Background: an optimization exercise with open tools, aiming at small area. Do not read the settings as production practice. At most, simulation tests tie the RTL to the original design; equivalence was not proved. No functional check of the RTL was part of run 1. Power figures rest on the tool's default switching activity, not on a simulated workload.

**flow/design.v**
```verilog
package pooling_pkg;
  typedef enum logic [2:0] {
    IDLE  = 3'd0,    
    ACC   = 3'd1,    
    FLUSH = 3'd2,    
    ROT   = 3'd3,    
    OUT   = 3'd4     
  } state_t;
endpackage
module pool_divider (
  input  logic       clk,
  input  logic [4:0] len,       
  input  logic [4:0] j,         
  input  logic       div_a,     
  input  logic       tap_a,     
  output logic       out_a,     
  output logic       inc_b      
);
  logic [3:0] rem_q, rem_in, rem_d;
  logic [4:0] t, p_q;
  logic       qa, q19_q;
  always_comb begin
    rem_in = (j == 5'd0) ? 4'd0 : rem_q;
    t      = {rem_in, tap_a};
    qa     = (t >= len);
    rem_d  = qa ? 4'(t - len) : t[3:0];
    out_a  = div_a ? qa : tap_a;
    inc_b  = !q19_q && (rem_q != 4'd0) && (j >= p_q);
  end
  always_ff @(posedge clk) begin
    if (div_a) begin
      rem_q <= rem_d;
      if (j == 5'd4) q19_q <= qa;
      if (!qa) p_q <= j;
    end
  end
endmodule
module pool_fa (
  input  logic a, b, c,
  output logic s, co
);
  assign s  = a ^ b ^ c;
  assign co = (a & b) | (c & (a ^ b));
endmodule
module pool_ha (
  input  logic a, b,
  output logic s, co
);
  assign s  = a ^ b;
  assign co = a & b;
endmodule
module pool_aoi222 (
  input  logic a1, b1, a2, b2, a3, b3,
  output logic y
);
  assign y = ~((a1 & b1) | (a2 & b2) | (a3 & b3));
endmodule
module pool_oai21 (
  input  logic a1, a2, b1,
  output logic y
);
  assign y = ~((a1 | a2) & b1);
endmodule
module pool_nand2 (
  input  logic a, b,
  output logic y
);
  assign y = ~(a & b);
endmodule
module pool_inv (
  input  logic a,
  output logic y
);
  assign y = ~a;
endmodule
module pool_and2 (
  input  logic a, b,
  output logic y
);
  assign y = a & b;
endmodule
module pool_nor2 (
  input  logic a, b,
  output logic y
);
  assign y = ~(a | b);
endmodule
module pooling_unit #(
  parameter  int IL       = 4,
  parameter  int FL       = 16,
  parameter  int CHANNELS = 4,
  parameter  int MAX_LEN  = 16,
  localparam int LEN_W    = $clog2(MAX_LEN + 1),
  localparam int DW       = IL + FL
) (
  input  logic                   clk,
  input  logic                   rst,
  input  logic                   start,
  input  logic                   mode,
  input  logic [LEN_W-1:0]       len_cfg,
  input  logic [CHANNELS*DW-1:0] in_data,
  input  logic                   in_valid,
  output logic                   in_ready,
  output logic [CHANNELS*DW-1:0] out_data,
  output logic                   out_valid,
  input  logic                   out_ready,
  output logic                   busy
);
  localparam int AW = 24;
  localparam int CW = 10;          
  pooling_pkg::state_t state_q;
  logic          mode_q;           
  logic [4:0]    len_q;
  logic [4:0]    j_q;              
  logic [3:0]    k_q;              
  logic [AW-1:0] p_q [4];
  logic [3:0]    c1_q;             
  logic [4:0]    len_c, j_inc;
  logic          beat, first, last_beat, shift, clr, flush, lane_end;
  logic          s_sum_lo, s_sum_hi;
  logic [3:0]    s_u;
  logic          div_a, act_b, out_a, inc_b, tail;
  assign len_c = (len_cfg > 5'd16) ? 5'd16 : len_cfg;
  assign in_ready  = (state_q == pooling_pkg::ACC);
  assign out_valid = (state_q == pooling_pkg::OUT);
  assign busy      = (state_q != pooling_pkg::IDLE);
  assign j_inc     = j_q + 5'd1;
  assign beat      = (state_q == pooling_pkg::ACC) && in_valid;
  assign first     = (j_q == 5'd0);
  assign last_beat = beat && (j_inc == len_q);
  assign flush     = (state_q == pooling_pkg::FLUSH);
  assign shift     = (state_q == pooling_pkg::ROT);
  assign clr       = (state_q == pooling_pkg::IDLE);
  assign lane_end  = (j_q == 5'd23);
  assign s_sum_lo  = beat && !mode_q;
  assign s_sum_hi  = s_sum_lo || flush;
  assign div_a = !mode_q && (k_q[0] == k_q[2]) && !k_q[3];
  assign act_b = k_q[3] || (k_q[0] && !k_q[2]) || (!k_q[0] && k_q[1] && k_q[2]);
  pool_divider u_div (
    .clk   (clk),
    .len   (len_q),
    .j     (j_q),
    .div_a (div_a),
    .tap_a (p_q[2][AW-1]),
    .out_a (out_a),
    .inc_b (inc_b)
  );
  assign tail = p_q[3][AW-1] ^ (act_b && ((mode_q || inc_b) ^ (j_q == 5'd4)));
  for (genvar g = 0; g < 4; g++) begin : g_lane
    localparam int IN_LANE = (g + 1) % 4;
    logic [DW-1:0]    x;           
    logic [DW-1:0]    u;           
    logic [DW:0]      cy;
    logic [AW-1:0]    sum;
    logic [AW:DW]     cu;
    logic [AW-1:0]    prev, d, y;
    logic             cl, ch, eq_h, take, ns_u, s_hold_lo, s_hold_hi;
    assign x = in_data[IN_LANE*DW +: DW];
    assign u[CW-1:0] = x[CW-1:0];
    for (genvar b = CW; b < DW - 1; b++) begin : g_gate
      pool_and2 u_and (.a(x[b]), .b(!flush), .y(u[b]));
    end
    pool_nor2 u_nor19 (.a(x[DW-1]), .b(flush), .y(u[DW-1]));
    assign cy[0]  = 1'b0;
    assign cy[CW] = c1_q[g];
    for (genvar b = 0; b < DW; b++) begin : g_add
      if (b == 0) begin : g_ha0
        pool_ha u_ha (.a(p_q[g][b]), .b(u[b]), .s(sum[b]), .co(cy[b+1]));
      end else if (b == CW - 1) begin : g_fa9
        pool_fa u_fa (.a(p_q[g][b]), .b(u[b]), .c(cy[b]), .s(sum[b]), .co(cl));
      end else begin : g_fa
        pool_fa u_fa (.a(p_q[g][b]), .b(u[b]), .c(cy[b]), .s(sum[b]), .co(cy[b+1]));
      end
    end
    assign ch = cy[DW];
    assign cu[DW] = ch;
    for (genvar b = DW; b < AW; b++) begin : g_inc
      pool_ha u_ha (.a(p_q[g][b]), .b(cu[b]), .s(sum[b]), .co(cu[b+1]));
    end
    assign eq_h = &sum[DW-1:CW];
    assign take = first || ch || (eq_h && cl);
    assign s_u[g]    = beat && mode_q && take;
    assign ns_u      = !s_u[g];
    assign s_hold_lo = !clr && !shift && !s_sum_lo && !s_u[g];
    assign s_hold_hi = !clr && !shift && !s_sum_hi && !s_u[g];
    if (g == 0) begin : g_first
      assign prev = {p_q[g][AW-2:0], tail};
    end else if (g == 3) begin : g_head
      assign prev = {p_q[g][AW-2:0], out_a};
    end else begin : g_mid
      assign prev = {p_q[g][AW-2:0], p_q[g-1][AW-1]};
    end
    for (genvar b = 0; b < AW; b++) begin : g_mux
      if (b < CW) begin : g_lo
        pool_aoi222 u_aoi (.a1(s_hold_lo), .b1(p_q[g][b]), .a2(s_sum_lo), .b2(sum[b]),
                           .a3(shift), .b3(prev[b]), .y(y[b]));
      end else begin : g_hi
        pool_aoi222 u_aoi (.a1(s_hold_hi), .b1(p_q[g][b]), .a2(s_sum_hi), .b2(sum[b]),
                           .a3(shift), .b3(prev[b]), .y(y[b]));
      end
      if (b < DW - 1) begin : g_o
        pool_oai21 u_oai (.a1(ns_u), .a2(x[b]), .b1(y[b]), .y(d[b]));
      end else if (b == DW - 1) begin : g_n
        logic t;
        pool_nand2 u_n0 (.a(s_u[g]), .b(x[b]), .y(t));
        pool_nand2 u_n1 (.a(y[b]), .b(t), .y(d[b]));
      end else begin : g_i
        pool_inv u_i (.a(y[b]), .y(d[b]));
      end
    end
    always_ff @(posedge clk) begin
      p_q[g] <= d;
      if (clr || flush) c1_q[g] <= 1'b0;
      else if (s_sum_lo) c1_q[g] <= cl;
    end
    assign out_data[g*DW +: DW] = p_q[g][DW-1:0];
  end
  always_ff @(posedge clk) begin
    if (rst) begin
      state_q <= pooling_pkg::IDLE;
    end else begin
      case (state_q)
        pooling_pkg::IDLE:  if (start) state_q <= (len_c == 5'd0) ? pooling_pkg::OUT : pooling_pkg::ACC;
        pooling_pkg::ACC:   if (last_beat) state_q <= pooling_pkg::FLUSH;
        pooling_pkg::FLUSH: state_q <= pooling_pkg::ROT;
        pooling_pkg::ROT:   if (lane_end && k_q[3]) state_q <= pooling_pkg::OUT;
        pooling_pkg::OUT:   if (out_ready) state_q <= pooling_pkg::IDLE;
        default:            state_q <= pooling_pkg::IDLE;
      endcase
    end
  end
  always_ff @(posedge clk) begin
    if (clr) begin
      mode_q <= mode;
      len_q  <= len_c;
      j_q    <= 5'd0;
    end else if (beat || shift) begin
      j_q <= (last_beat || lane_end) ? 5'd0 : j_inc;
    end
    if (flush) k_q <= 4'd0;
    else if (lane_end) k_q <= k_q + 4'd1;
  end
endmodule
```
**flow/flow/run.sh**
```bash
#!/bin/bash
# Layout flow: the standard ORFS flow (standard.sh, unchanged synthesis
# and steps), except that the port buffers that global placement inserts
# are the smallest buffer cell, sky130_fd_sc_hd__buf_1, instead of the
# default pick. Every input and output port still gets its buffer.
set -o pipefail
export BUFFER_PORTS_ARGS="-buffer_cell sky130_fd_sc_hd__buf_1"
bash standard.sh > standard.log 2>&1
```
**flow/standard.sh**
```bash
#!/bin/bash
# synth_recipe.tcl (not shown) runs the flow's synth.tcl, then flattens the netlist and writes it again
# the make line also repeats each setting of config.mk as NAME=value (left out here)
make -C /OpenROAD-flow-scripts/flow DESIGN_CONFIG=/design/flow/config.mk WORK_HOME=/design/flow/orfs CLKGATE_MAP_FILE= SYNTH_SCRIPT=/design/flow/synth_recipe.tcl "${@:-finish}"
```
**flow/config.mk**
```make
export PLATFORM = sky130hd
export DESIGN_NAME = pooling_unit
export DESIGN_NICKNAME = pooling_unit
export VERILOG_FILES = /design/flow/design.v
export SDC_FILE = /design/flow/constraint.sdc
export NUM_CORES = 4
export LEC_CHECK = 0
export CAP_MARGIN = 20
export CORE_MARGIN = 2
export CORE_UTILIZATION = 40
export CTS_BUF_LIST = sky130_fd_sc_hd__clkbuf_8
export CTS_CLUSTER_SIZE = 40
export SLEW_MARGIN = 20
export SYNTH_HIERARCHICAL = 1
export SYNTH_MINIMUM_KEEP_SIZE = 0
```
**flow/constraint.sdc**
```tcl
create_clock -name core_clock -period 6.0 [get_ports {clk}]
set_input_delay 1.2000 -clock core_clock [delete_from_list [all_inputs] [get_ports {clk}]]
set_output_delay 1.2000 -clock core_clock [all_outputs]
set_load 0.01 [all_outputs]
```
==> run notes, run 1 <==
Top Usage Layer GRT met2; Max-Cap Viols 0; mapped cell area just over 8000 sq um; # IOs 174; Via density around 5.7; Layout Check Fails negative setup slack; critical path launch point type primary input; switching power 978 uW; post-route worst setup slack -0.0108 ns; CTS root buf clkbuf_8; logic gate share of total power 32.2%; grt total ovfl 0; crit path capture type flop; Post-Route WL 21000 um; setup TNS -0.0208 ns; post-synthesis cell type count 56; RSZ-0062 raised after global routing true; IO Port Bufs between 150 and 200; crit path DAT 6.33 ns; Cell Int Power about 1.7 mW; die area 21600 sq um; drt initial violations 812; CTS sink cnt approximately 130; worst vdd ir 128 uV; DR WL/cell about 18 um; Pwr Total about 2.7 mW; Setup-failing EPs final 2; Seq pwr share a little over two fifths; worst slew pin tran 0.940 ns; pwr dens 285 nW/um^2; # rows 52; YS warnings 10; area leader, netlist dfxtp_1; Chip Width 147 um; slowest CP cell fa_1; slowest cell delay on critical path ~0.52 ns; first-pass GRT wire length 33900 um; met3 Use GR 4.47%; Final Wtd Congestion 0.787; post-route ant nets 0; Worst slew margin roughly 37%; largest net degree at the start of global routing 80; initial antenna violation count 0; Clock Latency Late Sink 0.45 ns; critical path class in -> reg; post-synthesis sequential area ratio 33.4%; status failed layout checks; area delta synth->final 17.1%; hold_ws a little over 0.5 ns; type of the worst min-delay path reg -> reg; First-pass DRT Iterations 7; clk buf depth 2; GRT met2 Usage 31.9%; initial core utilization approximately two fifths; placed cell area between 9000 and 10000 sq um; cells after synthesis 757; max frequency between 150 and 200 MHz; Post-Syn Area per Cell 10.8 sq um; Clk pwr share 25.9%; Antenna diodes 0; number of global-route vias before repair 6541; # H-tree levels 4; Post-synth ARST share 0%; share of the synthesized area in the top cell type 27.5%; CTS Buf Count 17; fin. max-slew vios 0; Leak Pwr 3.72 nW; Synth Flop Type dfxtp_1; finished layout cell area 9550 sq um; EDFF count, synth 16; switching share of power 35.9%; top post-synthesis cells by area dfxtp_1, fa_1, a222oi_1; dpl hpwl 14900 um; vias post-DR 6729; layout cell share with drive strength beyond 1 15.6%; Fin. Hold Viols 0; Chip Height 147 um; most used cell, CP fa_2; flop and latch count out of synthesis 128; final net count 1109; CTS tree yes; Clock Pin Slew Worst Setup and Hold Paths 0.07 ns; Max FO, Critical Path 7; worst path cell trace buf_6 > and2_4 > fa_2 > fa_2 > fa_2 > fa_2 > fa_2 > fa_2 > fa_2 > fa_2 > fa_2 > fa_1 > nand3_1 > nor3_2 > o31a_1 > buf_6 > nor2_4 > a222oi_1 > o21ai_1; core area 20100 sq um; CP required ~6.3 ns; Residual DRC 0; Clock Skews 0.0141 ns; post-layout min period 6.01 ns; period utilization 100%; Total GRT Usage 19.5%; GR Util met1 26.5%
## layout make-up
type                    count  area, sq um
fillers                  1948        10600
clock buffers              21          289
well taps                 270          338
repair buffers            213         1090
flip-flops and latches    128         2720
inverters                  45          169
clock inverters             9         67.6
multi-input cells         501         4880
## power groups by stage
stage	clock network [mW]	registers, mW	logic, mW
4_1_cts	0.725	1.14	0.843
5_1_grt	0.758	1.17	0.990
6_report	0.704	1.14	0.876
3_3_place_gp	0	1.16	0.822
2_1_floorplan	0	1.12	0.672
3_5_place_dp	0	1.16	0.839
## state kept, by name, summed over array words and instances (netlist names)
name and flops:
p_q 96, j_q 5, len_q 5, u_div.p_q 5, c1_q 4, k_q 4, u_div.rem_q 4, state_q 3
mode_q 1, u_div.q19_q 1
## per-stage QoR
stage	utilization, %	instances	worst slack, ns
2_1_floorplan	-	757	-0.0474
3_3_place_gp	44.7	1144	-0.443
3_5_place_dp	44.8	1145	-0.460
4_1_cts	46.6	1175	0.00913
5_1_grt	47.5	1187	-0.179
6_report	47.5	1187	-0.0108
## critical path, delay by kind of cell
kind	cells	cell delay, ns
AOI/OAI and AO/OA	3	0.78
adders and majority gates	10	3.67
buffers and inverters	2	0.25
and+or+nand+nor	4	0.44
## modules after synthesis, one instance, submodules excluded
module	cells	times used	cell area, sq um	flip-flops and latches
pool_nor2	1	4	3.75	0
pool_nand2	1	8	3.75	0
pool_oai21	1	76	5.00	0
pool_ha	1	20	12.5	0
pool_inv	1	16	3.75	0
pooling_unit	349	1	3960	118
pool_aoi222	1	96	10.0	0
pool_fa	1	76	20.0	0
pool_divider	76	1	757	10
pool_and2	1	36	6.26	0
## per-layer routing
layer | vias to the layer above | share of wire (%)
met2 | 258 | 48
met5 | - | 0
met3 | 15 | 7.6
met1 | 3316 | 44
met4 | 0 | 0.98
li1 | 3140 | -
## cell usage in the layout, fill, tap and decap left out, types with 30 or more instances in the layout
cell | netlist | routed
o21ai_1 | 77 | 77
a222oi_1 | 96 | 96
buf_4 | 81 | 30
and2_1 | 37 | 33
fa_1 | 77 | 41
fa_2 | 0 | 36
buf_1 | 0 | 169
inv_1 | 45 | 48
ha_1 | 35 | 35
dfxtp_1 | 112 | 112
## path summary, 6_finish.rpt
check / slack (ns) / cells after the start / to / startpoint
hold reg to reg: 0.51 / 2 / c1_q[1] / c1_q[1]
setup reg to reg: 0.14 / 21 / p_q[1][10] / state_q[2]
setup / recovery: -0.01 / 19 / p_q[1][10] / in_data[50]
hold / removal: 0.51 / 2 / c1_q[1] / c1_q[1]
## what timing repair did
| item | 4_1_cts | 5_1_grt |
|---|---|---|
| pin swaps | 1 | 29 |
| endpoints found under the setup margin | 2 | 88 |
| buffers inserted | 0 | 8 |
| endpoints found under the hold margin | 0 | 0 |
| hold buffers | 0 | 0 |
| gates resized for setup | 0 | 24 |
| cloned | 0 | 4 |
## cells by family (layout without fill, tap and decap cells)
family,Yosys count,in the layout,share of synthesized area (%)
AOI/OAI and AO/OA,225,225,20.6
adders and majority gates,112,112,24.3
muxes,2,2,0.245
DFF,128,128,33.4
and+or+nand+nor,146,150,10.1
xor gates and xnor gates,12,12,1.46
buffers and inverters,132,288,9.94
## synth_stat cells (2+ instances only)
| master | instances |
|---|---|
| nand2b_1 | 4 |
| o41ai_1 | 2 |
| dfxtp_1 | 112 |
| nor2b_1 | 8 |
| a211oi_1 | 4 |
| o21ai_0 | 10 |
| nand3_1 | 7 |
| buf_2 | 3 |
| or2_2 | 2 |
| clkbuf_1 | 2 |
| nor3_1 | 9 |
| ha_1 | 35 |
| nand4_1 | 12 |
| xnor2_1 | 6 |
| o31a_1 | 4 |
| and2_1 | 37 |
| o21a_1 | 3 |
| o21ai_1 | 77 |
| a21oi_1 | 17 |
| a222oi_1 | 96 |
| and3_1 | 2 |
| nand3b_1 | 3 |
| nor2_1 | 28 |
| edfxtp_1 | 16 |
| inv_1 | 45 |
| nand2_1 | 18 |
| xor2_1 | 5 |
| fa_1 | 77 |
| buf_4 | 81 |
| and2_2 | 2 |
| o22ai_1 | 3 |
| mux2i_1 | 2 |
| nand4bb_1 | 2 |
==> run 2: changes to the inputs <==
--- a/flow/design.v
+++ b/flow/design.v
@@ -108,5 +108,5 @@
 );
   localparam int AW = 24;
-  localparam int CW = 10;          
+  localparam int CW = 11;          
   pooling_pkg::state_t state_q;
   logic          mode_q;           
@@ -167,5 +167,5 @@
       if (b == 0) begin : g_ha0
         pool_ha u_ha (.a(p_q[g][b]), .b(u[b]), .s(sum[b]), .co(cy[b+1]));
-      end else if (b == CW - 1) begin : g_fa9
+      end else if (b == CW - 1) begin : g_fa_top
         pool_fa u_fa (.a(p_q[g][b]), .b(u[b]), .c(cy[b]), .s(sum[b]), .co(cl));
       end else begin : g_fa
--- a/flow/config.mk
+++ b/flow/config.mk
@@ -10,5 +10,6 @@
 export CORE_UTILIZATION = 40
 export CTS_BUF_LIST = sky130_fd_sc_hd__clkbuf_8
-export CTS_CLUSTER_SIZE = 40
+export CTS_CLUSTER_DIAMETER = 150
+export CTS_CLUSTER_SIZE = 64
 export SLEW_MARGIN = 20
 export SYNTH_HIERARCHICAL = 1
==> run 2 against run 1 <==
Against the previous run:
- now clean on timing, DRC and antenna
- register-to-register slack better by 0.16 ns
- area after synthesis about the same
- maximum frequency up 2.1%
- combinational power down about 40%
- setup slack better by 0.12 ns
- utilization down 0.093 points
- routed wire length down 1.8%
- die area about the same
- clock skew down 0.0015 ns
- sequential power down 9.6%
- synthesized cell count up 0.26%
- critical endpoint is now p_q[3][13]
- highest routed layer is now met5
==> run notes, run 2 <==
status complete, no violations; slowest CP cell fa_1; Max FO, Critical Path 13 (+6); Residual DRC 0 (unchanged); final net count 1111 (+0.18%); layout cell share with drive strength beyond 1 16.3% (+0.69 points); Final Wtd Congestion 0.759 (-3.5%); # H-tree levels 4 (unchanged); Clock Skews 0.0126 ns (-0.00147 ns); die area 21500 sq um (about the same); EDFF count, synth 16 (unchanged); Clock Pin Slew Worst Setup and Hold Paths 0.07 ns (about the same); share of the synthesized area in the top cell type 27.5% (about the same); # rows 52 (unchanged); vias post-DR 6631 (-1.5%); slowest cell delay on critical path 0.40 ns (-0.12 ns); cells after synthesis 759 (+0.26%); Synth Flop Type dfxtp_1; crit path DAT 6.25 ns (-0.08 ns); Biggest register p_q; most frequent cells in the layout buf_1, dfxtp_1, a222oi_1; most common cell after layout, fill and taps aside buf_1; Total GRT Usage 19.2% (-0.36 points); fin. max-slew vios 0 (unchanged); post-synthesis sequential area ratio 33.4% (about the same); initial antenna violation count 2 (+2); placed cell area 9030 sq um (+0.19%); CTS root buf clkbuf_8; post-layout min period 5.89 ns (-0.124 ns); Leak Pwr 3.67 nW (-1.4%); Worst slew margin 29.8% (-7.4 points); RSZ-0062 raised after global routing true; Post-synth top cells dfxtp_1, a222oi_1, buf_4; drt initial violations 661 (-19%); type of the worst min-delay path reg -> reg; top-count cell post-synth dfxtp_1; Post-Route WL 20600 um (-1.8%); critical path launch point type primary input; crit path buf inv count 2 (unchanged); most used cell, CP fa_2; number of flip-flops in the largest register 96 (unchanged); Fin. Hold Viols 0 (unchanged); CP delay by family, top adder cells; worst path cell trace buf_1 > ha_1 > fa_1 > fa_1 > fa_1 > fa_2 > fa_2 > fa_2 > fa_2 > fa_2 > fa_2 > fa_2 > nand4_1 > nor3_2 > o31a_1 > buf_4 > nor2_4 > a222oi_1 > o21ai_1; worst vdd ir 110 uV (-14%); area leader, netlist dfxtp_1; CTS tree yes; hold_ws 0.512 ns (+0.00584 ns); Via density 5.56 (-1.9%); Pwr Total 2.31 mW (-15%); Post-Syn Area per Cell 10.7 sq um (-0.34%); top post-synthesis cells by area dfxtp_1, fa_1, a222oi_1; Chip Width 147 um (about the same); pwr dens 242 nW/um^2 (-15%); post-synthesis cell type count 53 (-5.4%); CP required 6.37 ns (+0.05 ns); First-pass DRT Iterations 8 (+1); grt total ovfl 0 (unchanged); initial core utilization 40.5% (about the same); max frequency 170 MHz (+2.1%); area delta synth->final 16.9%; largest net degree at the start of global routing 91 (+14%); core area 20100 sq um (unchanged); Post-synth ARST share 0% (unchanged); period utilization 98.1% (-2.1 points); post-route ant nets 0 (unchanged); first-pass GRT wire length 33300 um (-1.7%); Max-Cap Viols 0 (unchanged); IO Port Bufs 173 (unchanged); crit path capture type flop; Clock Latency Late Sink 0.44 ns (about the same); # IOs 174 (unchanged); CTS sink cnt 128 (unchanged); Setup-failing EPs final 0 (-2); critical path class in -> reg; worst slew pin tran 1.05 ns (+0.113 ns); number of global-route vias before repair 6459 (-1.3%); flop and latch count out of synthesis 128 (unchanged); CTS Buf Count 17 (unchanged); DR WL/cell 17.3 um (-2.2%); Chip Height 147 um (about the same); clk buf depth 2 (unchanged); mapped cell area 8150 sq um (about the same); finished layout cell area 9530 sq um (-0.20%); dpl hpwl 14800 um (-0.42%); YS warnings 10 (unchanged)
==> run 2: cells by family after synthesis <==
family / synth area share [%]
AOI/OAI and AO/OA: 20.4
buffers and inverters: 9.89
and+or+nand+nor: 10.4
DFF: 33.4
adders and majority gates: 24.3
muxes: 0.368
xor gates and xnor gates: 1.29
==> run 2: layout make-up <==
cell class | count | area, sq um
fillers | 1922 | 10600
clock inverters | 11 | 113
inverters | 41 | 154
diodes | 1 | 2.50
clock buffers | 21 | 289
multi-input cells | 504 | 4850
repair buffers | 216 | 1060
well taps | 270 | 338
flip-flops and latches | 128 | 2720
==> run 2: per-stage QoR <==
step / setup TNS [ns] / setup slack (ns) / utilization [%] / cells
2_1_floorplan: 0 / 0.00818 / - / 759
3_3_place_gp: -25.86 / -0.355 / 44.9 / 1153
3_5_place_dp: -31.43 / -0.447 / 44.9 / 1153
4_1_cts: 0 / 0.0216 / 46.9 / 1185
5_1_grt: -0.0522 / -0.0118 / 47.4 / 1191
6_report: 0 / 0.113 / 47.4 / 1192
==> run 2: per-module statistics from Yosys (local to each module, per instance), a selection <==
module        cell area, sq um  flops+latches  cells inside  copies in the design
pooling_unit              3980            118           355                     1
pool_fa                   20.0              0             1                    76
pool_aoi222               10.0              0             1                    96
pool_oai21                5.00              0             1                    76
pool_nor2                 3.75              0             1                     4
pool_nand2                3.75              0             1                     8
==> run 2: what timing repair did <==
item | in CTS | in global routing
hold buffers | 0 | 0
endpoints found under the hold margin | 0 | 0
setup buffers | 0 | 4
resized for setup | 0 | 14
endpoints found under the setup margin | 0 | 75
==> run 2: report_power, final <==
part / switching, mW / internal (mW) / leakage (nW)
combinational: 0.293 / 0.235 / 2.39
clock: 0.348 / 0.409 / 0.211
sequential: 0.0861 / 0.939 / 1.07
==> run 2: final timing paths <==
kind	end	slack, ns	start	depth (start not counted)
worst min-delay path	c1_q[0]	0.51	c1_q[0]	2
worst max register to register	p_q[2][11]	0.30	state_q[0]	20
worst min register to register	c1_q[0]	0.51	c1_q[0]	2
worst max-delay path	p_q[3][13]	0.11	in_data[0]	19
==> run 2: routing by layer <==
layer / share of wire, % / track usage (%) / up-vias / routed length (um)
met2: 49 / 31.0 / 238 / 10000
met1: 43 / 25.7 / 3265 / 8830
met3: 7.9 / 5.56 / 6 / 1630
li1: - / - / 3120 / -
met4: 0.51 / 4.03 / 2 / 106
met5: 0.063 / 0 / - / 13
==> run 2: tightest hold or removal path: stages (launching register included) <==
cell,delay (ns)
dfxtp_1,0.33
o21ai_0,0.07
a21oi_1,0.07
==> run 3: changes to the inputs <==
--- a/flow/config.mk
+++ b/flow/config.mk
@@ -8,8 +8,7 @@
 export CAP_MARGIN = 20
 export CORE_MARGIN = 2
-export CORE_UTILIZATION = 40
+export CORE_UTILIZATION = 50
 export CTS_BUF_LIST = sky130_fd_sc_hd__clkbuf_8
-export CTS_CLUSTER_DIAMETER = 150
-export CTS_CLUSTER_SIZE = 64
+export CTS_CLUSTER_SIZE = 40
 export SLEW_MARGIN = 20
 export SYNTH_HIERARCHICAL = 1
==> run 3 against run 2 <==
Against the previous run:
- still clean on timing, DRC and antenna
- flip-flop and latch count unchanged
- non-clock buffer count is 4 higher
- combinational power increased by 4%
- highest routed layer is now met4
==> run notes, run 3 <==
type of the worst min-delay path reg -> reg; RSZ-0062 raised after global routing true; CP required 6.31 ns (-0.06 ns); post-synthesis cell type count 53 (unchanged); First-pass DRT Iterations 11 (+3); crit path capture type flop; number of global-route vias before repair 6717 (+4.0%); hold_ws 0.503 ns (-0.00924 ns); post-route ant nets 0 (unchanged); core area 15900 sq um (-21%); period utilization 98.2% (+0.13 points); max frequency 170 MHz (-0.13%); post-synthesis sequential area ratio 33.4% (unchanged); finished layout cell area 9550 sq um (+0.14%); Chip Width 132 um (-10%); Total GRT Usage 23.9% (+4.7 points); cells after synthesis 759 (unchanged); # rows 46 (-12%); number of flip-flops in the largest register 96 (unchanged); Final Wtd Congestion 0.849 (+12%); Fin. Hold Viols 0 (unchanged); Post-synth top cells dfxtp_1, a222oi_1, buf_4; DR WL/cell 17.7 um (+2.2%); Clock Latency Late Sink 0.44 ns (about the same); final net count 1115 (+0.36%); critical path launch point type primary input; drt initial violations 927 (+40%); area delta synth->final 17.1%; Max-Cap Viols 0 (unchanged); setup TNS 0 ns (unchanged); CTS Buf Count 17 (unchanged); mapped cell area 8150 sq um (unchanged); Synth Flop Type dfxtp_1; placed cell area 8910 sq um (-1.3%); Post-Route WL 20200 um (-2.1%); post-route worst setup slack 0.105 ns (-0.00762 ns); Setup-failing EPs final 0 (unchanged); worst slew pin tran 0.984 ns (-0.0699 ns); crit path DAT 6.20 ns (-0.05 ns); worst vdd ir 141 uV (+28%); fin. max-slew vios 0 (unchanged); Pwr Total 2.34 mW (+1.5%); Chip Height 132 um (-10%); Via density 5.88 (+5.7%); Clock Pin Slew Worst Setup and Hold Paths 0.08 ns (about the same); CTS tree yes; Clock Skews 0.00920 ns (-0.00342 ns); most frequent cells in the layout buf_1, dfxtp_1, a222oi_1; Post-synth ARST share 0% (unchanged); post-layout min period 5.89 ns (+0.00762 ns); CTS sink cnt 128 (unchanged); IO Port Bufs 173 (unchanged); share of the synthesized area in the top cell type 27.5% (unchanged); pwr dens 246 nW/um^2 (+1.3%); Max FO, Critical Path 19 (+6); # H-tree levels 4 (unchanged); top post-synthesis cells by area dfxtp_1, fa_1, a222oi_1; initial core utilization 51.3% (+11 points); YS warnings 10 (unchanged); first-pass GRT wire length 33700 um (+1.2%); dpl hpwl 14600 um (-1.3%); Place WS -0.407 ns (+0.0403 ns); initial antenna violation count 0 (-2); Antenna diodes 0 (-1); grt total ovfl 0 (unchanged); die area 17300 sq um (-19%); most common cell after layout, fill and taps aside buf_1; R2R setup slack 0.25 ns (-0.05 ns); critical path class in -> reg; layout cell share with drive strength beyond 1 17.1% (+0.79 points); Leak Pwr 3.70 nW (+0.66%); Worst slew margin 34.3% (+4.5 points); area leader, netlist dfxtp_1; top-count cell post-synth dfxtp_1; Residual DRC 0 (unchanged); fillcell total 1406 (-27%); # IOs 174 (unchanged); flop and latch count out of synthesis 128 (unchanged); largest net degree at the start of global routing 98 (+7.7%); EDFF count, synth 16 (unchanged); status complete, no violations; CTS root buf clkbuf_8; Post-Syn Area per Cell 10.7 sq um (unchanged); Biggest register p_q; clk buf depth 2 (unchanged); vias post-DR 6706 (+1.1%)
-- run 3: cell counts after synthesis --
No cell type changed its count.
-- run 3: worst paths after layout --
path / start / to / cells after the start
max: in_data[20] / p_q[0][4] / 20
min: c1_q[1] / c1_q[1] / 2
max reg2reg: state_q[0] / p_q[2][2] / 21
min reg2reg: c1_q[1] / c1_q[1] / 2
-- run 3: report_power, final --
group | switching, mW | internal, mW
sequential | 0.0852 | 0.939
combinational | 0.300 | 0.248
clock | 0.347 | 0.426
-- run 3: critical path, cell delays in order --
cell and delay (ns):
buf_1 0.10, ha_1 0.19, fa_1 0.38, fa_1 0.42, fa_2 0.36, fa_2 0.35, fa_2 0.35, fa_2 0.34
fa_2 0.34, fa_2 0.34, fa_2 0.35, fa_2 0.37, nand4_1 0.12, nor3_2 0.05, o31a_1 0.33, buf_4 0.15
buf_4 0.12, inv_1 0.09, buf_12 0.16, o21ai_1 0.08
-- run 3: through the flow --
stage	std cells	util, %
after floorplan	759	-
after global placement	1093	56.0
after detailed placement	1094	56.1
after CTS	1126	58.7
after global routing	1141	60.1
final	1141	60.1
-- run 3: logic make-up (layout without fill, tap and decap cells) --
logic type	count (synthesis)	in the layout	synth area share [%]
AND/OR/NAND/NOR	152	154	10.4
flip-flops	128	128	33.4
AO/OA/AOI/OAI	223	223	20.4
adder cells (fa/ha/maj)	112	112	24.3
multiplexers	3	3	0.368
buffers and inverters	129	293	9.89
XOR/XNOR	12	12	1.29
-- run 3: Yosys stat by module (local to each module, per instance) --
module	cells inside	flops+latches	cell area, sq um	copies in the design
pool_and2	1	0	6.26	32
pool_aoi222	1	0	10.0	96
pool_divider	76	10	757	1
pool_fa	1	0	20.0	76
pool_ha	1	0	12.5	20
pool_inv	1	0	3.75	16
pool_nand2	1	0	3.75	8
pool_nor2	1	0	3.75	4
pool_oai21	1	0	5.00	76
pooling_unit	355	118	3980	1
-- run 3: layer usage --
| layer | routed length [um] | track usage (%) |
|---|---|---|
| met5 | 0 | 0 |
| met4 | 358 | 7.43 |
| met3 | 1330 | 4.75 |
| met2 | 9840 | 39.2 |
| met1 | 8650 | 31.8 |
-- run 3: final cells by class --
class | count | area [sq um] | share of cell area (%)
Clock inverter | 13 | 144 | 1.51
Tap cell | 216 | 270 | 2.83
Timing Repair Buffer | 220 | 1130 | 11.9
Multi-Input combinational cell | 504 | 4860 | 50.9
Sequential cell | 128 | 2720 | 28.5
Clock buffer | 19 | 262 | 2.74
Inverter | 41 | 154 | 1.61
-- run 3: what timing repair did --
action	in CTS	in global routing
resized for setup	0	17
hold endpoints to repair	0	0
hold buffers	0	0
setup endpoints to repair	0	94
buffers inserted	0	12
==> run 4: changes to the inputs <==
--- a/flow/config.mk
+++ b/flow/config.mk
@@ -6,10 +6,10 @@
 export NUM_CORES = 4
 export LEC_CHECK = 0
-export CAP_MARGIN = 20
+export CAP_MARGIN = 0
 export CORE_MARGIN = 2
-export CORE_UTILIZATION = 50
+export CORE_UTILIZATION = 40
 export CTS_BUF_LIST = sky130_fd_sc_hd__clkbuf_8
 export CTS_CLUSTER_SIZE = 40
-export SLEW_MARGIN = 20
+export SLEW_MARGIN = 0
 export SYNTH_HIERARCHICAL = 1
 export SYNTH_MINIMUM_KEEP_SIZE = 0
==> run 4 against run 3 <==
Against the previous run:
- largest power group unchanged
- global-route usage fell by 4.7 points
- total power fell by 1.5%
- combinational power fell by 3%
- still clean on timing, DRC and antenna
- die area rose by 24%
- area after synthesis did not move
- final cell count rose by 4.5%
- highest routed layer is now met5
- count of clock-buffer cells in the layout rose by 2
==> run notes, run 4 <==
number of global-route vias before repair 6459 (-3.8%); post-layout min period 5.89 ns (-0.00762 ns); worst vdd ir 110 uV (-22%); Clock Latency Late Sink 0.44 ns (about the same); Worst slew margin 29.8% (-4.5 points); switching share of power 31.4% (+0.24 points); post-synthesis sequential area ratio 33.4% (unchanged); Via density 5.56 (-5.3%); flop and latch count out of synthesis 128 (unchanged); most common cell after layout, fill and taps aside buf_1; top-count cell post-synth dfxtp_1; top post-synthesis cells by area dfxtp_1, fa_1, a222oi_1; layout cell share with drive strength beyond 1 16.3% (-0.79 points); hold_buf cts 0 (unchanged); number of flip-flops in the largest register 96 (unchanged); R2R setup slack 0.30 ns (+0.05 ns); pwr dens 242 nW/um^2 (-1.3%); CTS tree yes; dpl hpwl 14800 um (+1.3%); Chip Width 147 um (+11%); Final Wtd Congestion 0.759 (-11%); CTS root buf clkbuf_8; crit path DAT 6.25 ns (+0.05 ns); fin. max-slew vios 0 (unchanged); final net count 1111 (-0.36%); hold_ws 0.512 ns (+0.00924 ns); Clock Pin Slew Worst Setup and Hold Paths 0.07 ns (about the same); type of the worst min-delay path reg -> reg; EDFF count, synth 16 (unchanged); status complete, no violations; area delta synth->final 16.9%; Non-Filler Instances 1192 (+4.5%); Total GRT Usage 19.2% (-4.7 points); Clk pwr share 32.8% (-0.2 points); crit path capture type flop; Residual DRC 0 (unchanged); Placed Cells 1153 (+5.4%); worst slew pin tran 1.05 ns (+0.0699 ns); CTS sink cnt 128 (unchanged); vias post-DR 6631 (-1.1%); core area 20100 sq um (+27%); critical path class in -> reg; Post-Route WL 20600 um (+2.2%); first-pass GRT wire length 33300 um (-1.2%); initial antenna violation count 2 (+2); Post-synth ARST share 0% (unchanged); Synth Flop Type dfxtp_1; critical path launch point type primary input; share of the synthesized area in the top cell type 27.5% (unchanged); IO Port Bufs 173 (unchanged); most frequent cells in the layout buf_1, dfxtp_1, a222oi_1; Seq pwr share 44.4% (+0.7 points); Biggest register p_q; Setup-failing EPs final 0 (unchanged); mapped cell area 8150 sq um (unchanged); setup TNS 0 ns (unchanged); Cell Int Power 1.58 mW (-1.8%); YS warnings 10 (unchanged); DR WL/cell 17.3 um (-2.2%); First-pass DRT Iterations 8 (-3); Leak Pwr 3.67 nW (-0.66%); largest net degree at the start of global routing 91 (-7.1%); Max FO, Critical Path 13 (-6); grt total ovfl 0 (unchanged); Fin. Hold Viols 0 (unchanged); die area 21500 sq um (+24%); Max-Cap Viols 0 (unchanged); Post-Syn Area per Cell 10.7 sq um (unchanged); area leader, netlist dfxtp_1; post-route ant nets 0 (unchanged); Chip Height 147 um (+11%); max frequency 170 MHz (+0.13%); RSZ-0062 raised after global routing true; CP required 6.37 ns (+0.06 ns); clk buf depth 2 (unchanged); logic gate share of total power 22.9% (-0.4 points); Post-synth top cells dfxtp_1, a222oi_1, buf_4; # IOs 174 (unchanged); R2R Path Start state_q[0]; WHS Endpoint c1_q[0]; switching power 726 uW (-0.69%); # H-tree levels 4 (unchanged); Clock Skews 0.0126 ns (+0.00342 ns); Hold Path Depth 2 (unchanged); CTS Buf Count 17 (unchanged); drt initial violations 661 (-29%); # rows 52 (+13%); Pwr Total 2.31 mW (-1.5%); r2r endpoint p_q[2][11]; initial core utilization 40.5% (-11 points); post-synthesis cell type count 53 (unchanged); cells after synthesis 759 (unchanged); worst-case reg-to-reg path depth 20 (-4.8%); hold path start c1_q[0]; period utilization 98.1% (-0.13 points)
## run 4: cell count changes in the layout (fill, tap and decap cells not counted), moves of 2 or more
cell      before  now
fa_1          27   30
buf_12         9    7
fa_2          50   47
clkinv_2       7    3
clkbuf_8      19   21
## run 4: repair_timing
action	CTS	global route
buffers inserted	0	4
endpoints found under the setup margin	0	75
gates resized for setup	0	14
## run 4: critical path, stage by stage
cell and delay [ns]:
buf_1 0.10, ha_1 0.19, fa_1 0.40, fa_1 0.40, fa_1 0.39, fa_2 0.35, fa_2 0.34, fa_2 0.35
fa_2 0.35, fa_2 0.35, fa_2 0.35, fa_2 0.34, nand4_1 0.11, nor3_2 0.05, o31a_1 0.24, buf_4 0.17
nor2_4 0.27, a222oi_1 0.16, o21ai_1 0.13
## run 4: kinds of logic after synthesis
group	synth area share, %
AO/OA/AOI/OAI	20.4
flip-flops	33.4
adder cells (fa/ha/maj)	24.3
buffers and inverters	9.89
XOR/XNOR	1.29
multiplexers	0.368
AND/OR/NAND/NOR	10.4
## run 4: power groups by stage
stage	Combinational, mW	Sequential, mW	Clock (mW)
after floorplan	0.394	1.02	0
after global placement	0.507	1.04	0
after detailed placement	0.518	1.05	0
after CTS	0.521	1.03	0.785
after global routing	0.595	1.04	0.819
final	0.528	1.03	0.757
## run 4: how the worst max path moves through the flow
stage,from,end,depth (start not counted)
3_5_place_dp,in_data[51],p_q[1][15],18
2_1_floorplan,in_data[31],p_q[0][0],16
3_3_place_gp,in_data[11],p_q[3][17],17
5_1_grt,in_data[20],p_q[0][5],20
4_1_cts,in_data[51],p_q[1][15],18
6_report,in_data[0],p_q[3][13],19
## run 4: per-stage QoR
| stage | instance area, sq um | worst slack [ns] | utilization (%) |
|---|---|---|---|
| after global placement | 9030 | -0.355 | 44.9 |
| final | 9530 | 0.113 | 47.4 |
| after global routing | 9530 | -0.0118 | 47.4 |
| after CTS | 9430 | 0.0216 | 46.9 |
| after detailed placement | 9030 | -0.447 | 44.9 |
| after floorplan | 8300 | 0.00818 | - |
## run 4: per-layer routing
metal | wire, um | GRT usage, %
met4 | 106 | 4.03
met3 | 1630 | 5.56
met2 | 10000 | 31.0
met1 | 8830 | 25.7
met5 | 13 | 0
## run 4: layout make-up
type | count | area, sq um
tap | 270 | 338
antenna | 1 | 2.50
fill | 1922 | 10600
clock buffer | 21 | 289
inverter | 41 | 154
multi-input combinational | 504 | 4850
sequential | 128 | 2720
timing repair buffer | 216 | 1060
clock inverter | 11 | 113
## run 4: per-module statistics from Yosys, one instance, submodules excluded, a selection
module,times used,cells inside
pool_and2,32,1
pool_aoi222,96,1
pool_divider,1,76
pool_fa,76,1
pool_ha,20,1
pool_inv,16,1
pool_nand2,8,1
pool_nor2,4,1
==> run 5: changes to the inputs <==
--- a/flow/config.mk
+++ b/flow/config.mk
@@ -6,10 +6,10 @@
 export NUM_CORES = 4
 export LEC_CHECK = 0
-export CAP_MARGIN = 0
+export CAP_MARGIN = 20
 export CORE_MARGIN = 2
 export CORE_UTILIZATION = 40
 export CTS_BUF_LIST = sky130_fd_sc_hd__clkbuf_8
 export CTS_CLUSTER_SIZE = 40
-export SLEW_MARGIN = 0
+export SLEW_MARGIN = 20
 export SYNTH_HIERARCHICAL = 1
 export SYNTH_MINIMUM_KEEP_SIZE = 0
==> run 5 against run 4 <==
Against the previous run:
- still clean
- via count is the same
- hold slack is the same
- critical path depth is the same
- clock power is essentially flat
- register-to-register slack is essentially flat
- first-iteration DRC count is the same
- utilization is the same
- sequential share of layout area is the same
- routed wire length is the same
- combinational power is essentially flat
- die area is the same
- clock skew is the same
- largest cell class unchanged
==> run notes, run 5 <==
status complete, no violations; Post-synth top cells dfxtp_1, a222oi_1, buf_4; type of the worst min-delay path reg -> reg; initial antenna violation count 2 (unchanged); slowest CP cell fa_1; area delta synth->final 16.9% (unchanged); most frequent cells in the layout buf_1, dfxtp_1, a222oi_1; most used cell, CP fa_2; top post-synthesis cells by area dfxtp_1, fa_1, a222oi_1; critical path launch point type primary input; DR WL/cell 17.3 um (unchanged); # H-tree levels 4 (unchanged); Reg area 2720 sq um (unchanged); drt initial violations 661 (unchanged); period utilization 98.1% (unchanged); YS warnings 10 (unchanged); worst vdd ir 110 uV (unchanged); area of the multi-input gates 4850 sq um (unchanged); IO Port Bufs 173 (unchanged); most common cell after layout, fill and taps aside buf_1; dpl hpwl 14800 um (unchanged); Chip Width 147 um (unchanged); post-synthesis cell type count 53 (unchanged); flop and latch count out of synthesis 128 (unchanged); crit path capture type flop; crit path DAT 6.25 ns (about the same); EDFF count, synth 16 (unchanged); critical path class in -> reg; largest net degree at the start of global routing 91 (unchanged); Synth Flop Type dfxtp_1; Post-Syn Area per Cell 10.7 sq um (unchanged); Place WS -0.447 ns (unchanged); core area 20100 sq um (unchanged); post-layout min period 5.89 ns (unchanged); final net count 1111 (unchanged); CP delay by family, top adder cells; die area 21500 sq um (unchanged); worst path cell trace buf_1 > ha_1 > fa_1 > fa_1 > fa_1 > fa_2 > fa_2 > fa_2 > fa_2 > fa_2 > fa_2 > fa_2 > nand4_1 > nor3_2 > o31a_1 > buf_4 > nor2_4 > a222oi_1 > o21ai_1; Clock Latency Late Sink 0.44 ns (about the same); CTS tree yes; crit path buf inv count 2 (unchanged); CP required 6.37 ns (about the same); RSZ-0062 raised after global routing true; Clock Pin Slew Worst Setup and Hold Paths 0.07 ns (about the same); fillcell total 1922 (unchanged); top-count cell post-synth dfxtp_1; layout cell share with drive strength beyond 1 16.3% (unchanged); pwr dens 242 nW/um^2 (unchanged); post-synthesis sequential area ratio 33.4% (unchanged); post-route ant nets 0 (unchanged); number of global-route vias before repair 6459 (unchanged); Worst slew margin 29.8% (unchanged); Clock Skews 0.0126 ns (unchanged); Leak Pwr 3.67 nW (unchanged); Post-synth ARST share 0% (unchanged); max frequency 170 MHz (unchanged); placed cell area 9030 sq um (unchanged); Non-Filler Instances 1192 (unchanged); clk buf depth 2 (unchanged); hold_buf cts 0 (unchanged); mapped cell area 8150 sq um (unchanged); fin. max-slew vios 0 (unchanged); Total GRT Usage 19.2% (unchanged); Setup-failing EPs final 0 (unchanged); finished layout cell area 9530 sq um (unchanged); # rows 52 (unchanged); Placed Cells 1153 (unchanged); area leader, netlist dfxtp_1; Biggest register p_q; # IOs 174 (unchanged); worst slew pin tran 1.05 ns (unchanged); Max-Cap Viols 0 (unchanged); First-pass DRT Iterations 8 (unchanged); Fin. Hold Viols 0 (unchanged); vias post-DR 6631 (unchanged); CTS sink cnt 128 (unchanged); grt total ovfl 0 (unchanged); post-route worst setup slack 0.113 ns (unchanged); CTS Buf Count 17 (unchanged); Final Wtd Congestion 0.759 (unchanged); cells after synthesis 759 (unchanged); first-pass GRT wire length 33300 um (unchanged); slowest cell delay on critical path 0.40 ns (about the same); Residual DRC 0 (unchanged); Chip Height 147 um (unchanged); Max FO, Critical Path 13 (unchanged); share of the synthesized area in the top cell type 27.5% (unchanged); Post-Route WL 20600 um (unchanged); initial core utilization 40.5% (unchanged); number of flip-flops in the largest register 96 (unchanged); CTS root buf clkbuf_8; Via density 5.56 (unchanged)
## run 5: layout make-up
class / instances / share of cell area [%]
clock inverters: 11 / 1.18
clock buffers: 21 / 3.03
diodes: 1 / 0.0263
inverters: 41 / 1.61
multi-input cells: 504 / 50.9
repair buffers: 216 / 11.1
flip-flops and latches: 128 / 28.6
well taps: 270 / 3.54
## run 5: kinds of logic (layout without fill, tap and decap cells)
logic type | count (synthesis) | in the layout | share of synthesized area [%]
flip-flops | 128 | 128 | 33.4
AO/OA/AOI/OAI | 223 | 223 | 20.4
XOR/XNOR | 12 | 12 | 1.29
multiplexers | 3 | 3 | 0.368
buffers and inverters | 129 | 289 | 9.89
AND/OR/NAND/NOR | 152 | 154 | 10.4
other | 0 | 1 | 0
adder cells (fa/ha/maj) | 112 | 112 | 24.3
## run 5: path summary, 6_finish.rpt
kind / from / to / slack [ns] / depth (start not counted)
worst min-delay path: c1_q[0] / c1_q[0] / 0.51 / 2
worst max-delay path: in_data[0] / p_q[3][13] / 0.11 / 19
worst max register to register: state_q[0] / p_q[2][11] / 0.30 / 20
worst min register to register: c1_q[0] / c1_q[0] / 0.51 / 2
## run 5: per-stage QoR
step | total power, mW | hold WS [ns] | TNS, ns | utilization, %
2_1_floorplan | 1.41 | 0.464 | 0 | -
3_3_place_gp | 1.55 | 0.485 | -25.86 | 44.9
3_5_place_dp | 1.56 | 0.499 | -31.43 | 44.9
4_1_cts | 2.33 | 0.509 | 0 | 46.9
5_1_grt | 2.45 | 0.532 | -0.0522 | 47.4
6_report | 2.31 | 0.512 | 0 | 47.4
## run 5: layer usage
| layer | up-vias | wire (um) | GRT usage, % |
|---|---|---|---|
| met3 | 6 | 1630 | 5.56 |
| met4 | 2 | 106 | 4.03 |
| met1 | 3265 | 8830 | 25.7 |
| met2 | 238 | 10000 | 31.0 |
| met5 | - | 13 | 0 |
| li1 | 3120 | - | - |
## run 5: worst min-delay path, stage by stage, from the launching register on
cell and delay [ns]:
dfxtp_1 0.33, o21ai_0 0.07, a21oi_1 0.07
## run 5: power breakdown
part / switching (mW) / internal (mW) / leakage, nW
sequential: 0.0861 / 0.939 / 1.07
combinational: 0.293 / 0.235 / 2.39
clock: 0.348 / 0.409 / 0.211
total: 0.726 / 1.58 / 3.67
## run 5: what timing repair did
item,in CTS,in global routing
setup buffers,0,4
hold endpoints to repair,0,0
setup endpoints to repair,0,75
gates resized for setup,0,14
## run 5: Yosys stat by module (local to each module, per instance), excerpt
module | area, sq um | times used | flops+latches
pool_aoi222 | 10.0 | 96 | 0
pool_divider | 757 | 1 | 10
pool_fa | 20.0 | 76 | 0
pool_ha | 12.5 | 20 | 0
pool_inv | 3.75 | 16 | 0
pool_nand2 | 3.75 | 8 | 0
pool_nor2 | 3.75 | 4 | 0
pool_oai21 | 5.00 | 76 | 0
==> run 6: changes to the inputs <==
--- a/flow/design.v
+++ b/flow/design.v
@@ -19,10 +19,12 @@
   logic [3:0] rem_q, rem_in, rem_d;
   logic [4:0] t, p_q;
+  logic [5:0] diff;
   logic       qa, q19_q;
   always_comb begin
     rem_in = (j == 5'd0) ? 4'd0 : rem_q;
     t      = {rem_in, tap_a};
-    qa     = (t >= len);
-    rem_d  = qa ? 4'(t - len) : t[3:0];
+    diff   = {1'b0, t} - {1'b0, len};
+    qa     = !diff[5];
+    rem_d  = qa ? diff[3:0] : t[3:0];
     out_a  = div_a ? qa : tap_a;
     inc_b  = !q19_q && (rem_q != 4'd0) && (j >= p_q);
@@ -85,4 +87,10 @@
 );
   assign y = ~(a | b);
+endmodule
+module pool_xor2 (
+  input  logic a, b,
+  output logic y
+);
+  assign y = a ^ b;
 endmodule
 module pooling_unit #(
@@ -153,5 +161,5 @@
     logic [DW:0]      cy;
     logic [AW-1:0]    sum;
-    logic [AW:DW]     cu;
+    logic [AW-1:DW]   cu;
     logic [AW-1:0]    prev, d, y;
     logic             cl, ch, eq_h, take, ns_u, s_hold_lo, s_hold_hi;
@@ -175,7 +183,8 @@
     assign ch = cy[DW];
     assign cu[DW] = ch;
-    for (genvar b = DW; b < AW; b++) begin : g_inc
+    for (genvar b = DW; b < AW - 1; b++) begin : g_inc
       pool_ha u_ha (.a(p_q[g][b]), .b(cu[b]), .s(sum[b]), .co(cu[b+1]));
     end
+    pool_xor2 u_x23 (.a(p_q[g][AW-1]), .b(cu[AW-1]), .y(sum[AW-1]));
     assign eq_h = &sum[DW-1:CW];
     assign take = first || ch || (eq_h && cl);
==> run 6 against run 5 <==
Against the previous run:
- still clean
- final cell count fell by 1.2%
- total power rose by 3.8%
- combinational power fell by 3%
- largest cell class unchanged
- largest power group unchanged
==> run notes, run 6 <==
# H-tree levels 4 (unchanged); post-route worst setup slack 0.118 ns (+0.00511 ns); Antenna diodes 0 (-1); status complete, no violations; DR WL/cell 17.3 um (about the same); Place WS -0.461 ns (-0.0133 ns); worst path cell trace buf_1 > ha_1 > fa_1 > fa_1 > fa_1 > fa_2 > fa_2 > fa_2 > fa_2 > fa_2 > fa_2 > fa_2 > nand4_1 > nor3_2 > o31a_1 > buf_4 > inv_1 > buf_12 > o21ai_1; grt total ovfl 0 (unchanged); top-count cell post-synth dfxtp_1; post-route ant nets 0 (unchanged); Post-Syn Area per Cell 10.8 sq um (+0.79%); area leader, netlist dfxtp_1; worst slew pin tran 1.10 ns (+0.0478 ns); Top Metal Used met4; vias post-DR 6580 (-0.77%); most frequent cells in the layout buf_1, dfxtp_1, a222oi_1; post-synthesis cell type count 49 (-7.5%); mapped cell area 8100 sq um (-0.68%); CTS Buf Count 17 (unchanged); Non-Filler Instances 1178 (-1.2%); Pwr Total 2.40 mW (+3.8%); IO Port Bufs 173 (unchanged); met3 wire len 1360 um (-17%); initial core utilization 40.4% (-0.14 points); die area 21400 sq um (-0.66%); crit path DAT 6.20 ns (-0.05 ns); post-layout min period 5.88 ns (-0.00511 ns); Simple-Gate Fraction of Synth Area 10.1% (-0.25 points); CP required 6.32 ns (-0.05 ns); Chip Height 146 um (-0.33%); EDFF count, synth 16 (unchanged); Leak Pwr 3.66 nW (-0.37%); max frequency 170 MHz (about the same); pwr dens 252 nW/um^2 (+4.0%); CTS sink cnt 128 (unchanged); critical path class in -> reg; final core utilization 47.5% (+0.048 points); area delta synth->final 17.5%; share of the synthesized area in the top cell type 27.7% (+0.19 points); period utilization 98.0% (about the same); slowest cell delay on critical path 0.41 ns (about the same); dpl hpwl 14500 um (-2.0%); area of the multi-input gates 4800 sq um (-1.1%); Synth Flop Type dfxtp_1; clk buf depth 2 (unchanged); type of the worst min-delay path reg -> reg; final net count 1094 (-1.5%); Max-Cap Viols 0 (unchanged); complex-gate fraction of the synthesized area 20.0% (-0.40 points); number of global-route vias before repair 6276 (-2.8%); Total GRT Usage 19.2% (+0.045 points); Biggest register p_q; largest net degree at the start of global routing 95 (+4.4%); most common cell after layout, fill and taps aside buf_1; cells after synthesis 748 (-1.4%); Reg area 2720 sq um (unchanged); switching power 739 uW (+1.8%); top post-synthesis cells by area dfxtp_1, fa_1, a222oi_1; # rows 52 (unchanged); switching share of power 30.8% (-0.60 points); layout cell share with drive strength beyond 1 16.0% (-0.32 points); Clk pwr share 36.0% (+3.2 points); RSZ-0062 raised after global routing true; logic gate share of total power 21.3% (-1.6 points); flop and latch count out of synthesis 128 (unchanged); initial antenna violation count 0 (-2); Post-synth top cells dfxtp_1, a222oi_1, buf_4; Residual DRC 0 (unchanged); Via density 5.59 (+0.41%); Placed Cells 1139 (-1.2%); fin. max-slew vios 0 (unchanged); Final Wtd Congestion 0.772 (+1.7%); Clock Latency Late Sink 0.45 ns (about the same); YS warnings 10 (unchanged); Seq pwr share 42.6% (-1.8 points); most used cell, CP fa_2; drt initial violations 658 (-0.45%); crit path capture type flop; Worst slew margin 26.6% (-3.2 points); Chip Width 146 um (-0.33%); Setup-failing EPs final 0 (unchanged); CTS tree yes; Synth Area in Adders 23.8% (-0.45 points); met1 WL 9050 um (+2.5%); mux cell area share after synthesis 0.788% (+0.42 points); Fin. Hold Viols 0 (unchanged); Post-Route WL 20400 um (-1.2%); met2 WL 9740 um (-2.9%); First-pass DRT Iterations 6 (-2); Max FO, Critical Path 18 (+5); largest family of logic cells by synthesized area adder cells; post-synthesis sequential area ratio 33.6% (+0.23 points); slowest CP cell fa_1; Post-synth ARST share 0% (unchanged); first-pass GRT wire length 32900 um (-1.1%); fillcell total 1922 (unchanged); Cell Int Power 1.66 mW (+4.7%); core area 20000 sq um (-0.32%); worst vdd ir 125 uV (+14%); Clock Skews 0.0151 ns (+0.00252 ns); post-synthesis xor/xnor area fraction 1.73% (+0.44 points); number of flip-flops in the largest register 96 (unchanged); # IOs 174 (unchanged); CTS root buf clkbuf_8; Clock Pin Slew Worst Setup and Hold Paths 0.08 ns (about the same); critical path launch point type primary input
[run 6: cell types whose count changed after synthesis, moves of 3 or more]
cell     before  now
nor2_1       34   31
ha_1         35   31
a21oi_1      20   14
xor2_1        5    9
mux2_2        0    3
[run 6: timing repair]
item                       4_1_cts  5_1_grt
setup buffers                    0        5
setup endpoints to repair        0       73
hold endpoints to repair         0        0
hold buffers                     0        0
gates resized for setup          0       14
[run 6: routing by layer]
layer	GRT usage [%]	vias to the layer above
met5	0	-
met4	5.73	0
met3	3.56	16
met2	30.7	245
met1	26.6	3243
li1	-	3076
[run 6: worst max-delay path: cells and delay by family]
family                   cells  cell delay (ns)
AND/OR/NAND/NOR              2             0.17
AO/OA/AOI/OAI                2             0.42
buffers and inverters        4             0.54
adder cells (fa/ha/maj)     11             3.86
[run 6: final cells by class]
cell class                 instances  share of cell area (%)
timing repair buffer             213                    10.9
clock inverter                    15                    2.29
inverter                          42                    1.66
tap                              270                    3.55
sequential                       128                    28.6
clock buffer                      17                    2.46
multi-input combinational        493                    50.5
[run 6: worst paths after layout]
path                             startpoint    endpoint  slack (ns)  depth (start not counted)
worst max-delay path            in_data[60]   p_q[2][4]        0.12                         19
worst min-delay path                c1_q[3]     c1_q[3]        0.51                          2
worst max register to register   state_q[0]  p_q[1][15]        0.32                         21
worst min register to register      c1_q[3]     c1_q[3]        0.51                          2
[run 6: cells by family (layout without fill, tap and decap cells)]
kind of cell    Yosys count  after routing
compound gates          214            214
simple gates            147            149
buf+inv                 129            287
flops                   128            128
fa+ha+maj               108            108
xor+xnor                 16             16
mux                       6              6
[run 6: per-stage QoR]
step           area, sq um  hold slack, ns  setup TNS (ns)
5_1_grt               9510           0.540         -0.0881
3_3_place_gp          8950           0.480          -26.32
2_1_floorplan         8250           0.465               0
4_1_cts               9400           0.505               0
3_5_place_dp          8950           0.495          -31.72
6_report              9510           0.508               0
[run 6: modules after synthesis, one instance, submodules excluded, a selection]
| module | cells | cell area [sq um] | times used | flops+latches |
|---|---|---|---|---|
| pool_fa | 1 | 20.0 | 76 | 0 |
| pool_inv | 1 | 3.75 | 16 | 0 |
| pool_aoi222 | 1 | 10.0 | 96 | 0 |
| pool_divider | 65 | 717 | 1 | 10 |
| pooling_unit | 355 | 3980 | 1 | 118 |
| pool_nor2 | 1 | 3.75 | 4 | 0 |
| pool_ha | 1 | 12.5 | 16 | 0 |
| pool_and2 | 1 | 6.26 | 32 | 0 |
| pool_xor2 | 1 | 8.76 | 4 | 0 |
[run 6: power by group through the flow]
| stage | Clock, mW | Sequential [mW] | Combinational (mW) |
|---|---|---|---|
| 2_1_floorplan | 0 | 1.02 | 0.384 |
| 3_3_place_gp | 0 | 1.04 | 0.490 |
| 3_5_place_dp | 0 | 1.04 | 0.500 |
| 4_1_cts | 0.889 | 1.02 | 0.503 |
| 5_1_grt | 0.927 | 1.04 | 0.578 |
| 6_report | 0.864 | 1.02 | 0.511 |
==> run 7: changes to the inputs <==
==> flow/flow/run.sh (replaced) <==
#!/bin/bash
# Layout flow: the standard ORFS flow (standard.sh, unchanged synthesis
# and steps), with two settings of ORFS's own scripts:
#  * the port buffers that global placement inserts are the smallest buffer
#    cell, sky130_fd_sc_hd__buf_1, instead of the default pick (every input
#    and output port still gets its buffer);
#  * floorplan removes the synthesis buffers (REMOVE_ABC_BUFFERS=1) instead
#    of resizing gates against the unplaced, unbuffered netlist; placement
#    and the later repair steps buffer and size the design as usual.
set -o pipefail
export BUFFER_PORTS_ARGS="-buffer_cell sky130_fd_sc_hd__buf_1"
export REMOVE_ABC_BUFFERS=1
bash standard.sh > standard.log 2>&1
==> run 7 against run 6 <==
Against the previous run:
- still clean
- sequential power about the same
- die area unchanged
- synthesized cell count unchanged
- clock skew is 0.0010 ns higher
- non-clock buffer count increased by 19
- cell area up 0.22%
- global-route usage up 0.22 points
- register-to-register slack lost 0.02 ns
- area after synthesis unchanged
- setup slack got worse by 0.0011 ns
- critical endpoint is now p_q[3][2]
==> run notes, run 7 <==
area leader, netlist dfxtp_1; Residual DRC 0 (unchanged); worst path cell trace buf_1 > ha_1 > fa_1 > fa_2 > fa_2 > fa_1 > fa_1 > fa_1 > fa_1 > fa_1 > fa_2 > fa_2 > nand4_1 > nor3_2 > o31a_1 > buf_4 > inv_1 > buf_12 > o21ai_1; post-synthesis xor/xnor area fraction 1.73% (unchanged); Setup-failing EPs final 0 (unchanged); Clock Skews 0.0162 ns (+0.00104 ns); met3 Use GR 4.75% (+1.2 points); dpl hpwl 14500 um (-0.23%); hold path start c1_q[1]; post-synthesis sequential area ratio 33.6% (unchanged); worst vdd ir 132 uV (+5.3%); pwr dens 241 nW/um^2 (-4.4%); Final Wtd Congestion 0.771 (-0.10%); Top Usage Layer GRT met2; drt initial violations 722 (+9.7%); Post-Syn Area per Cell 10.8 sq um (unchanged); # rows 52 (unchanged); first-pass GRT wire length 33400 um (+1.5%); final net count 1111 (+1.6%); Non-Filler Instances 1194 (+1.4%); top post-synthesis cells by area dfxtp_1, fa_1, a222oi_1; Reg area 2720 sq um (unchanged); mapped cell area 8100 sq um (unchanged); Post-Route WL 20300 um (-0.31%); crit path capture type flop; critical path class in -> reg; CTS Buf Count 17 (unchanged); First-pass DRT Iterations 10 (+4); vias post-DR 6586 (+0.091%); Antenna diodes 0 (unchanged); R2R Path Start state_q[0]; Synth Flop Type dfxtp_1; setup TNS 0 ns (unchanged); layout cell share with drive strength beyond 1 16.9% (+0.91 points); crit path DAT 6.19 ns (about the same); GRT met2 Usage 30.6% (-0.14 points); IO Port Bufs 173 (unchanged); EDFF count, synth 16 (unchanged); area delta synth->final 17.7%; top-count cell post-synth dfxtp_1; # IOs 174 (unchanged); CTS sink cnt 128 (unchanged); DR WL/cell 17.0 um (-1.7%); Via density 5.52 (-1.3%); Placed Cells 1154 (+1.3%); flop and latch count out of synthesis 128 (unchanged); # H-tree levels 4 (unchanged); Post-synth ARST share 0% (unchanged); Chip Width 146 um (unchanged); Clock Latency Late Sink 0.44 ns (about the same); Total GRT Usage 19.4% (+0.22 points); CP required 6.31 ns (about the same); die area 21400 sq um (unchanged); hold_buf cts 0 (unchanged); Clock Pin Slew Worst Setup and Hold Paths 0.07 ns (about the same); most used cell, CP fa_1; Biggest register p_q; number of global-route vias before repair 6473 (+3.1%); post-route ant nets 0 (unchanged); Max-Cap Viols 0 (unchanged); mux cell area share after synthesis 0.788% (unchanged); Pwr Total 2.30 mW (-4.2%); core area 20000 sq um (unchanged); crit path buf inv count 4 (unchanged); clk buf depth 2 (unchanged); CTS tree yes; YS warnings 10 (unchanged); most common cell after layout, fill and taps aside buf_1; initial core utilization 40.4% (unchanged); Post-synth top cells dfxtp_1, a222oi_1, buf_4; slowest cell delay on critical path 0.40 ns (about the same); largest net degree at the start of global routing 98 (+3.2%); period utilization 98.1% (about the same); Worst slew margin 37.3% (+11 points); slowest CP cell fa_1; Fin. Hold Viols 0 (unchanged); worst slew pin tran 0.938 ns (-0.163 ns); fin. max-slew vios 0 (unchanged); share of the synthesized area in the top cell type 27.7% (unchanged); complex-gate fraction of the synthesized area 20.0% (unchanged); largest family of logic cells by synthesized area adder cells; post-layout min period 5.88 ns (+0.00113 ns); GR Util met1 26.8% (+0.15 points); Hold Path Depth 2 (unchanged); worst-case reg-to-reg path depth 20 (-4.8%); status complete, no violations; Synth Area in Adders 23.8% (unchanged); CP delay by family, top adder cells; initial antenna violation count 0 (unchanged); grt total ovfl 0 (unchanged); R2R setup slack 0.30 ns (-0.02 ns); Simple-Gate Fraction of Synth Area 10.1% (unchanged); cells after synthesis 748 (unchanged); WHS Endpoint c1_q[1]; post-synthesis cell type count 49 (unchanged); critical path launch point type primary input; number of flip-flops in the largest register 96 (unchanged); area of the multi-input gates 4750 sq um (-1.0%); CTS root buf clkbuf_8; most frequent cells in the layout buf_1, dfxtp_1, a222oi_1; r2r endpoint p_q[3][16]; Leak Pwr 3.72 nW (+1.7%); fillcell total 1950 (+1.5%); Chip Height 146 um (unchanged); max frequency 170 MHz (about the same); type of the worst min-delay path reg -> reg; Max FO, Critical Path 15 (-3)
-- run 7: timing repair --
item,in CTS,in global routing
setup endpoints to repair,78,96
cloned,4,1
pin swaps,8,17
gates resized for setup,30,38
buffers inserted,2,1
-- run 7: cell type report --
| cell class | count | share of cell area [%] |
|---|---|---|
| Clock inverter | 14 | 1.60 |
| Inverter | 42 | 1.65 |
| Tap cell | 270 | 3.54 |
| Multi-Input combinational cell | 491 | 49.8 |
| Sequential cell | 128 | 28.6 |
| Timing Repair Buffer | 232 | 12.4 |
| Clock buffer | 17 | 2.45 |
-- run 7: worst register-to-register path, cell delays in order (launching register included) --
cell      delay (ns)
dfxtp_1         0.32
nor2_2          0.12
nand2_1         0.08
buf_4           0.19
and2_1          0.16
fa_1            0.41
fa_1            0.39
fa_1            0.39
fa_2            0.35
fa_2            0.35
fa_2            0.35
fa_2            0.35
fa_2            0.36
fa_1            0.52
nand2_1         0.07
nor3_2          0.19
o31a_1          0.27
nor2_2          0.07
buf_4           0.19
a222oi_1        0.34
o21ai_1         0.11
-- run 7: through the flow --
step           utilization [%]  hold slack, ns  setup slack, ns  area [sq um]
2_1_floorplan                -           0.467           -0.490          7450
3_3_place_gp              44.3           0.481           -0.859          8870
3_5_place_dp              44.3           0.490           -0.964          8870
4_1_cts                   46.8           0.500          0.00119          9380
5_1_grt                   47.6           0.520          -0.0230          9530
6_report                  47.6           0.503            0.117          9530
-- run 7: Yosys stat by module, one instance, submodules excluded --
module        area, sq um  times used
pool_nand2           3.75           8
pool_oai21           5.00          76
pooling_unit         3980           1
pool_aoi222          10.0          96
pool_fa              20.0          76
pool_divider          717           1
pool_inv             3.75          16
pool_xor2            8.76           4
pool_ha              12.5          16
pool_nor2            3.75           4
pool_and2            6.26          32
-- run 7: worst max-delay path by stage --
| stage | startpoint | to | slack, ns | depth (start not counted) |
|---|---|---|---|---|
| 3_5_place_dp | in_data[20] | p_q[0][16] | -0.96 | 18 |
| 4_1_cts | in_data[11] | p_q[3][16] | 0.001 | 18 |
| 3_3_place_gp | in_data[20] | p_q[0][15] | -0.86 | 18 |
| 5_1_grt | in_data[11] | p_q[3][11] | -0.02 | 18 |
| 2_1_floorplan | in_data[20] | p_q[0][11] | -0.49 | 17 |
| 6_report | in_data[0] | p_q[3][2] | 0.12 | 19 |
-- run 7: cells by family (layout without fill, tap and decap cells) --
kind of cell	after synthesis	after routing
AOI/OAI and AO/OA	214	214
xor gates and xnor gates	16	16
adders and majority gates	108	108
buffers and inverters	129	305
DFF	128	128
muxes	6	6
and+or+nand+nor	147	147
-- run 7: where the power goes --
group          leakage (nW)  internal, mW  switching (mW)
Clock                 0.207         0.402           0.346
Combinational          2.44         0.239           0.287
Sequential             1.07         0.938          0.0849
-- run 7: per-layer routing --
metal	up-vias	wire length [um]
met5	-	0
met4	0	252
met3	21	1440
met2	247	9550
met1	3199	9060
li1	3119	-

## separate check: timing with driven ports
The results above use ideal ports. As a check the final layouts listed here were re-extracted and re-timed, cells and wires unchanged.
Step 1: set_driving_cell puts a clkbuf_16 on clk and a buf_2 on each other input, an assumption about the parent block.
Step 2 adds t to the input delays and takes it off the output delays; t is the mean of the earliest and latest rising clock arrival at the registers after step 1. Input paths then give back, and output paths get back, about the clock's delay inside the block.
a / b / c = ideal / step 1 / step 2; a / b = the first two.
| run | t (ns) | setup slack, ns | cell pins on the clock port's net |
|---|---|---|---|
| run 1 | 0.484 | -0.011 / -0.013 / -0.497 | 1 |
| run 2 | 0.467 | 0.113 / 0.127 / -0.339 | 1 |
| run 3 | 0.472 | 0.105 / 0.119 / -0.353 | 1 |
| run 4 | 0.467 | 0.113 / 0.127 / -0.339 | 1 |
| run 5 | 0.467 | 0.113 / 0.127 / -0.339 | 1 |
| run 6 | 0.477 | 0.118 / 0.117 / -0.360 | 1 |
| run 7 | 0.471 | 0.117 / 0.130 / -0.340 | 1 |
Met with ideal ports but missed after step 2: setup timing in 6 of these runs. For run 1, which loses most, drivers alone change the setup slack by -0.002 ns; drivers and shift together by -0.486 ns.
